What follows belongs to an exercise in optimizing a design on an open flow for small area, a short achievable clock period and few clock cycles per item; a production flow would make more cautious choices.
Only simulation tests tie the RTL to the original design; equivalence was not proved.

## servo_ramp_trigger_controller_unit
module servo_ramp_trigger_controller_unit (
   input  wire         clock,
   input  wire         reset,
   input  wire         req_tvalid,
   output logic        req_tready,
   input  wire  [55:0] req_tdata,
   output logic        rsp_tvalid,
   input  wire         rsp_tready,
   output logic [31:0] rsp_tdata,
   input  wire         csr_valid,
   output logic        csr_ready,
   input  wire  [7:0]  csr_index,
   input  wire  [10:0] csr_data
);
export LEC_CHECK = 0
export ABC_AREA = 1
export CAP_MARGIN = 20
export CORE_MARGIN = 2
export CORE_UTILIZATION = 40
export SETUP_SLACK_MARGIN = 5
export SLEW_MARGIN = 20
export SYNTH_HIERARCHICAL = 1
create_clock -name core_clock -period 9.5 [get_ports {clock}]
run.sh (not shown) runs the stock make flow with config.mk's settings and CLKGATE_MAP_FILE= SYNTH_SCRIPT=/design/flow/synth_recipe.tcl, a recipe that flattens the netlist after the stock synthesis.
The baseline ran to the end with no violations.
Testbench counts at the start, summed over its fixed seeds: cycles 8,128, items 8,000.
Next try:
- CORE_UTILIZATION: 40 -> 60
- SETUP_SLACK_MARGIN: 5 -> 4
Result: The new run completed with no timing, DRC or antenna violations; global-route usage rose by 9.8 points; clock skew rose by 0.013 ns; cell count fell by about 10%; die area fell by 33%; synthesized cell count is unchanged.
Next try:
- CORE_UTILIZATION: 60 -> 40
Outcome:
- The new run ran to the end with no violations
- worst hold slack is worse by 0.0074 ns
- non-clock buffer count increases by 4
- wire length increases by a few percent
- via count decreases slightly

* * *

Setup of alpha:
Starting RTL as in the previous note.
export LEC_CHECK = 0
export ABC_AREA = 1
export CAP_MARGIN = 20
export CORE_MARGIN = 2
export CORE_UTILIZATION = 40
export SETUP_SLACK_MARGIN = 4
export SLEW_MARGIN = 20
export SYNTH_HIERARCHICAL = 1
create_clock -name core_clock -period 9.5 [get_ports {clock}]
standard.sh (not shown) runs the stock make flow with config.mk's settings and CLKGATE_MAP_FILE= SYNTH_SCRIPT=/design/flow/synth_recipe.tcl, a recipe that flattens the netlist after the stock synthesis.
==> flow/flow/run.sh <==
#!/bin/bash
# The standard layout with one netlist clean-up between synthesis and
# floorplan: flow/polarity.py removes inverters between full adders by
# choosing each full adder's polarity (registers and all other cells stay as
# the standard synthesis made them). Each tool's output goes to its own log.
set -u
cp standard.sh standard_sh_copy.txt
bash standard.sh synth > std_synth.log 2>&1 || exit 1
R=orfs/results/${FLOW_PLATFORM}/servo_ramp_trigger_controller_unit/base
cp $R/1_2_yosys.v yosys_netlist_before_polarity.v
if python3 flow/polarity.py $R/1_2_yosys.v polarity_out.v > polarity.log 2>&1; then
   cp polarity_out.v $R/1_2_yosys.v
   touch $R/1_2_yosys.v
fi
bash standard.sh finish > std_finish.log 2>&1 || exit 1
Other scripts of this flow, unchanged in this note and not shown: flow/flow/polarity.py
Having completed the whole flow, alpha delivered a layout that passed the timing, design-rule and antenna checks.
Testbench counts of alpha, summed over its fixed seeds: cycles 8,128, items 8,000.
For delta, these inputs were changed with respect to alpha:
- changing SETUP_SLACK_MARGIN from 4 to 4.5
Results
delta: all stages complete, timing, DRC and antenna checks passed
Largest incremental delay on the critical path, alpha and delta: lower on alpha
[compare] base=alpha new=delta: wire length increased by 1.9 mm relative to the old numbers, final hold slack increased by 0.023 ns relative to the old numbers, maximum frequency increased by 19 MHz relative to the old numbers, critical path depth in cells increased by 9 relative to the old numbers, post-layout instance count excluding filler cells increased by 0.75% relative to the old numbers.

* * *

v5:
Another version of the RTL of servo_ramp_trigger_controller_unit (not shown whole).
For scale: roughly 4000 cells after synthesis, ~120 I/O pins, about 0.034 sq mm of cells after synthesis.
==> flow/config.mk <==
export PLATFORM = sky130hd
export DESIGN_NAME = servo_ramp_trigger_controller_unit
export DESIGN_NICKNAME = servo_ramp_trigger_controller_unit
export VERILOG_FILES = /design/flow/design.v
export SDC_FILE = /design/flow/constraint.sdc
export NUM_CORES = 4
export LEC_CHECK = 0
export ABC_AREA = 1
export CAP_MARGIN = 20
export CORE_MARGIN = 2
export CORE_UTILIZATION = 40
export CTS_BUF_LIST = sky130_fd_sc_hd__clkbuf_8 sky130_fd_sc_hd__clkbuf_16
export CTS_CLUSTER_DIAMETER = 80
export CTS_CLUSTER_SIZE = 36
export SETUP_SLACK_MARGIN = 5
export SLEW_MARGIN = 20
export SYNTH_HIERARCHICAL = 1
==> flow/constraint.sdc <==
create_clock -name core_clock -period 9.5 [get_ports {clock}]
set_input_delay 1.9000 -clock core_clock [delete_from_list [all_inputs] [get_ports {clock}]]
set_output_delay 1.9000 -clock core_clock [all_outputs]
set_load 0.01 [all_outputs]
==> flow/flow/run.sh <==
#!/bin/bash
# The standard layout with two changes: the port buffers are plain
# sky130_fd_sc_hd__buf_1 cells (every port still gets one), and one netlist
# clean-up runs between synthesis and floorplan: flow/polarity.py removes
# inverters between full adders by choosing each full adder's polarity
# (registers and all other cells stay as the standard synthesis made them).
# Each tool's output goes to its own log.
set -u
cp standard.sh standard_sh_copy.txt
bash standard.sh synth > std_synth.log 2>&1 || exit 1
R=orfs/results/${FLOW_PLATFORM}/servo_ramp_trigger_controller_unit/base
cp $R/1_2_yosys.v yosys_netlist_before_polarity.v
if python3 flow/polarity.py $R/1_2_yosys.v polarity_out.v > polarity.log 2>&1; then
   cp polarity_out.v $R/1_2_yosys.v
   touch $R/1_2_yosys.v
fi
export BUFFER_PORTS_ARGS="-buffer_cell sky130_fd_sc_hd__buf_1"
bash standard.sh "BUFFER_PORTS_ARGS=-buffer_cell sky130_fd_sc_hd__buf_1" finish > std_finish.log 2>&1 || exit 1
Other scripts of this flow, unchanged in this note and not shown: flow/flow/polarity.py
v5 was carried through to the last stage, and its layout satisfied the timing, design-rule and antenna checks.
Testbench counts of v5, summed over its fixed seeds: cycles 8,160, items 8,000.
Here is what was changed in the inputs of v21 compared with v5.
==> flow/flow/run.sh <==
#!/bin/bash
# The standard layout with one netlist clean-up between synthesis and
# floorplan: flow/polarity.py removes inverters between full adders by
# choosing each full adder's polarity (registers and all other cells stay as
# the standard synthesis made them). Each tool's output goes to its own log.
set -u
cp standard.sh standard_sh_copy.txt
bash standard.sh synth > std_synth.log 2>&1 || exit 1
R=orfs/results/${FLOW_PLATFORM}/servo_ramp_trigger_controller_unit/base
cp $R/1_2_yosys.v yosys_netlist_before_polarity.v
if python3 flow/polarity.py $R/1_2_yosys.v polarity_out.v > polarity.log 2>&1; then
   cp polarity_out.v $R/1_2_yosys.v
   touch $R/1_2_yosys.v
fi
bash standard.sh finish > std_finish.log 2>&1 || exit 1
--- a/flow/config.mk
+++ b/flow/config.mk
@@ -11,5 +11,2 @@
 export CORE_UTILIZATION = 40
-export CTS_BUF_LIST = sky130_fd_sc_hd__clkbuf_8 sky130_fd_sc_hd__clkbuf_16
-export CTS_CLUSTER_DIAMETER = 80
-export CTS_CLUSTER_SIZE = 36
 export SETUP_SLACK_MARGIN = 5
- Total global-route track usage ended up 0.26 points higher on v21 than on v5.
- Between v21 and v5, the critical path arrival figures differ only marginally.
- Any difference in combined area of the multi-input logic cells between v5 and v21 is small enough to ignore.
- Worst max-slew margin expressed relative to the limit came out higher on v21 than on v5.
- The sequential share of layout area of v21 falls short of that of v5 by 0.89 points.
- The placer's final routability congestion estimate in v21 was higher than what v5 gave.
- v21 — final core utilization 1.4 points higher, v5 as reference
- Compared with v5, v21 shows a lower share of the final layout cell area in multi-input gates.
Relative to v21, the following input files were edited for v22:
==> flow/flow/run.sh <==
#!/bin/bash
# The standard layout with two changes: the port buffers are plain
# sky130_fd_sc_hd__buf_1 cells (every port still gets one), and one netlist
# clean-up runs between synthesis and floorplan: flow/polarity.py removes
# inverters between full adders by choosing each full adder's polarity
# (registers and all other cells stay as the standard synthesis made them).
# Each tool's output goes to its own log.
set -u
cp standard.sh standard_sh_copy.txt
bash standard.sh synth > std_synth.log 2>&1 || exit 1
R=orfs/results/${FLOW_PLATFORM}/servo_ramp_trigger_controller_unit/base
cp $R/1_2_yosys.v yosys_netlist_before_polarity.v
if python3 flow/polarity.py $R/1_2_yosys.v polarity_out.v > polarity.log 2>&1; then
   cp polarity_out.v $R/1_2_yosys.v
   touch $R/1_2_yosys.v
fi
export BUFFER_PORTS_ARGS="-buffer_cell sky130_fd_sc_hd__buf_1"
bash standard.sh "BUFFER_PORTS_ARGS=-buffer_cell sky130_fd_sc_hd__buf_1" finish > std_finish.log 2>&1 || exit 1
--- a/flow/config.mk
+++ b/flow/config.mk
@@ -11,2 +11,6 @@
 export CORE_UTILIZATION = 40
+export CTS_BUF_LIST = sky130_fd_sc_hd__clkbuf_8 sky130_fd_sc_hd__clkbuf_16
+export CTS_CLUSTER_DIAMETER = 80
+export CTS_CLUSTER_SIZE = 36
+export PLACE_DENSITY = 0.72
 export SETUP_SLACK_MARGIN = 5
==> comparison <==
- Of v22 and v21, the run reporting the lower met2 routed wirelength was v22.
- v22 vs v21 — largest incremental delay on the critical path dropped 0.08 ns.
- Sort v22 and v21 by wire length of the first global-routing pass desc -> top: v21
- Compared to v21, the router laid down less metal wire for v22.
- Compare v22 and v21 | via count of the first global-routing pass lower: v22
- In the reports for v22 and v21, the larger overall track demand over capacity in global routing belongs to v21.
- The lower area growth from synthesis to layout came out of v22.

* * *

Starting RTL as in the previous note.
export LEC_CHECK = 0
export ABC_AREA = 1
export CAP_MARGIN = 20
export CORE_MARGIN = 2
export CORE_UTILIZATION = 40
export CTS_BUF_LIST = sky130_fd_sc_hd__clkbuf_4 sky130_fd_sc_hd__clkbuf_8
export CTS_CLUSTER_DIAMETER = 50
export CTS_CLUSTER_SIZE = 22
export SETUP_SLACK_MARGIN = 5
export SLEW_MARGIN = 20
export SYNTH_HIERARCHICAL = 1
create_clock -name core_clock -period 9.5 [get_ports {clock}]
==> flow/flow/run.sh <==
#!/bin/bash
# The standard layout with two changes: the port buffers are plain
# sky130_fd_sc_hd__buf_1 cells (every port still gets one), and one netlist
# clean-up runs between synthesis and floorplan: flow/polarity.py removes
# inverters between full adders by choosing each full adder's polarity
# (registers and all other cells stay as the standard synthesis made them).
# Each tool's output goes to its own log.
set -u
cp standard.sh standard_sh_copy.txt
bash standard.sh synth > std_synth.log 2>&1 || exit 1
R=orfs/results/${FLOW_PLATFORM}/servo_ramp_trigger_controller_unit/base
cp $R/1_2_yosys.v yosys_netlist_before_polarity.v
if python3 flow/polarity.py $R/1_2_yosys.v polarity_out.v > polarity.log 2>&1; then
   cp polarity_out.v $R/1_2_yosys.v
   touch $R/1_2_yosys.v
fi
export BUFFER_PORTS_ARGS="-buffer_cell sky130_fd_sc_hd__buf_1"
bash standard.sh "BUFFER_PORTS_ARGS=-buffer_cell sky130_fd_sc_hd__buf_1" finish > std_finish.log 2>&1 || exit 1
Other scripts of this flow, unchanged in this note and not shown: flow/flow/polarity.py
The starting point completed with no timing, DRC or antenna violations.
Testbench counts at the start, summed over its fixed seeds: cycles 8,160, items 8,000.
Change:
- CTS_CLUSTER_DIAMETER: 50 -> not set
- CTS_CLUSTER_SIZE: 22 -> not set
Result:
- clock skew is lower by 28 ps
- setup slack got worse by 59 ps
- global-route usage climbs by 0.30 points
- cell count rose by 0.49%
- design area climbs by 0.50%

re-timing with driven ports:
Ports are ideal in the flow. The routed layouts listed here were re-timed in OpenROAD. Step 1 sets driving cells, clkbuf_16 on the clock port and buf_2 on the other inputs (assumed; they add their load-dependent delay and slew). Step 2 adds t to the input delays and takes it off the output delays; t is the mean of the earliest and latest rising clock arrival at the registers after step 1. Input paths then give back, and output paths get back, about the clock's delay inside the block. Three values: ideal ports, drivers, drivers and shift; two values: the first two.
run | t (ns) | setup slack, ns | worst data-port slew with drivers (ns)
the first run of note 1 | 0.659 | 4.978 / 4.978 / 4.804 | 0.13
the second run of note 1 | 0.651 | 4.054 / 4.054 / 4.054 | 0.10
the third run of note 1 | 0.667 | 4.121 / 4.095 / 4.095 | 0.13
alpha | 0.617 | 4.205 / 4.181 / 4.181 | 0.12
delta | 0.680 | 4.682 / 4.682 / 4.682 | 0.14
v5 | 0.659 | 5.039 / 5.016 / 5.016 | 0.04
v21 | 0.645 | 5.030 / 5.008 / 4.699 | 0.05
v22 | 0.672 | 5.060 / 5.039 / 4.895 | 0.10
the first run of note 4 | 0.753 | 5.044 / 5.021 / 5.021 | 0.04
the second run of note 4 | 0.719 | 4.984 / 4.959 / 4.959 | 0.04
After both steps every run listed still meets setup and hold. For v21, which loses most, drivers alone change the setup slack by -0.022 ns; drivers and shift together by -0.331 ns.
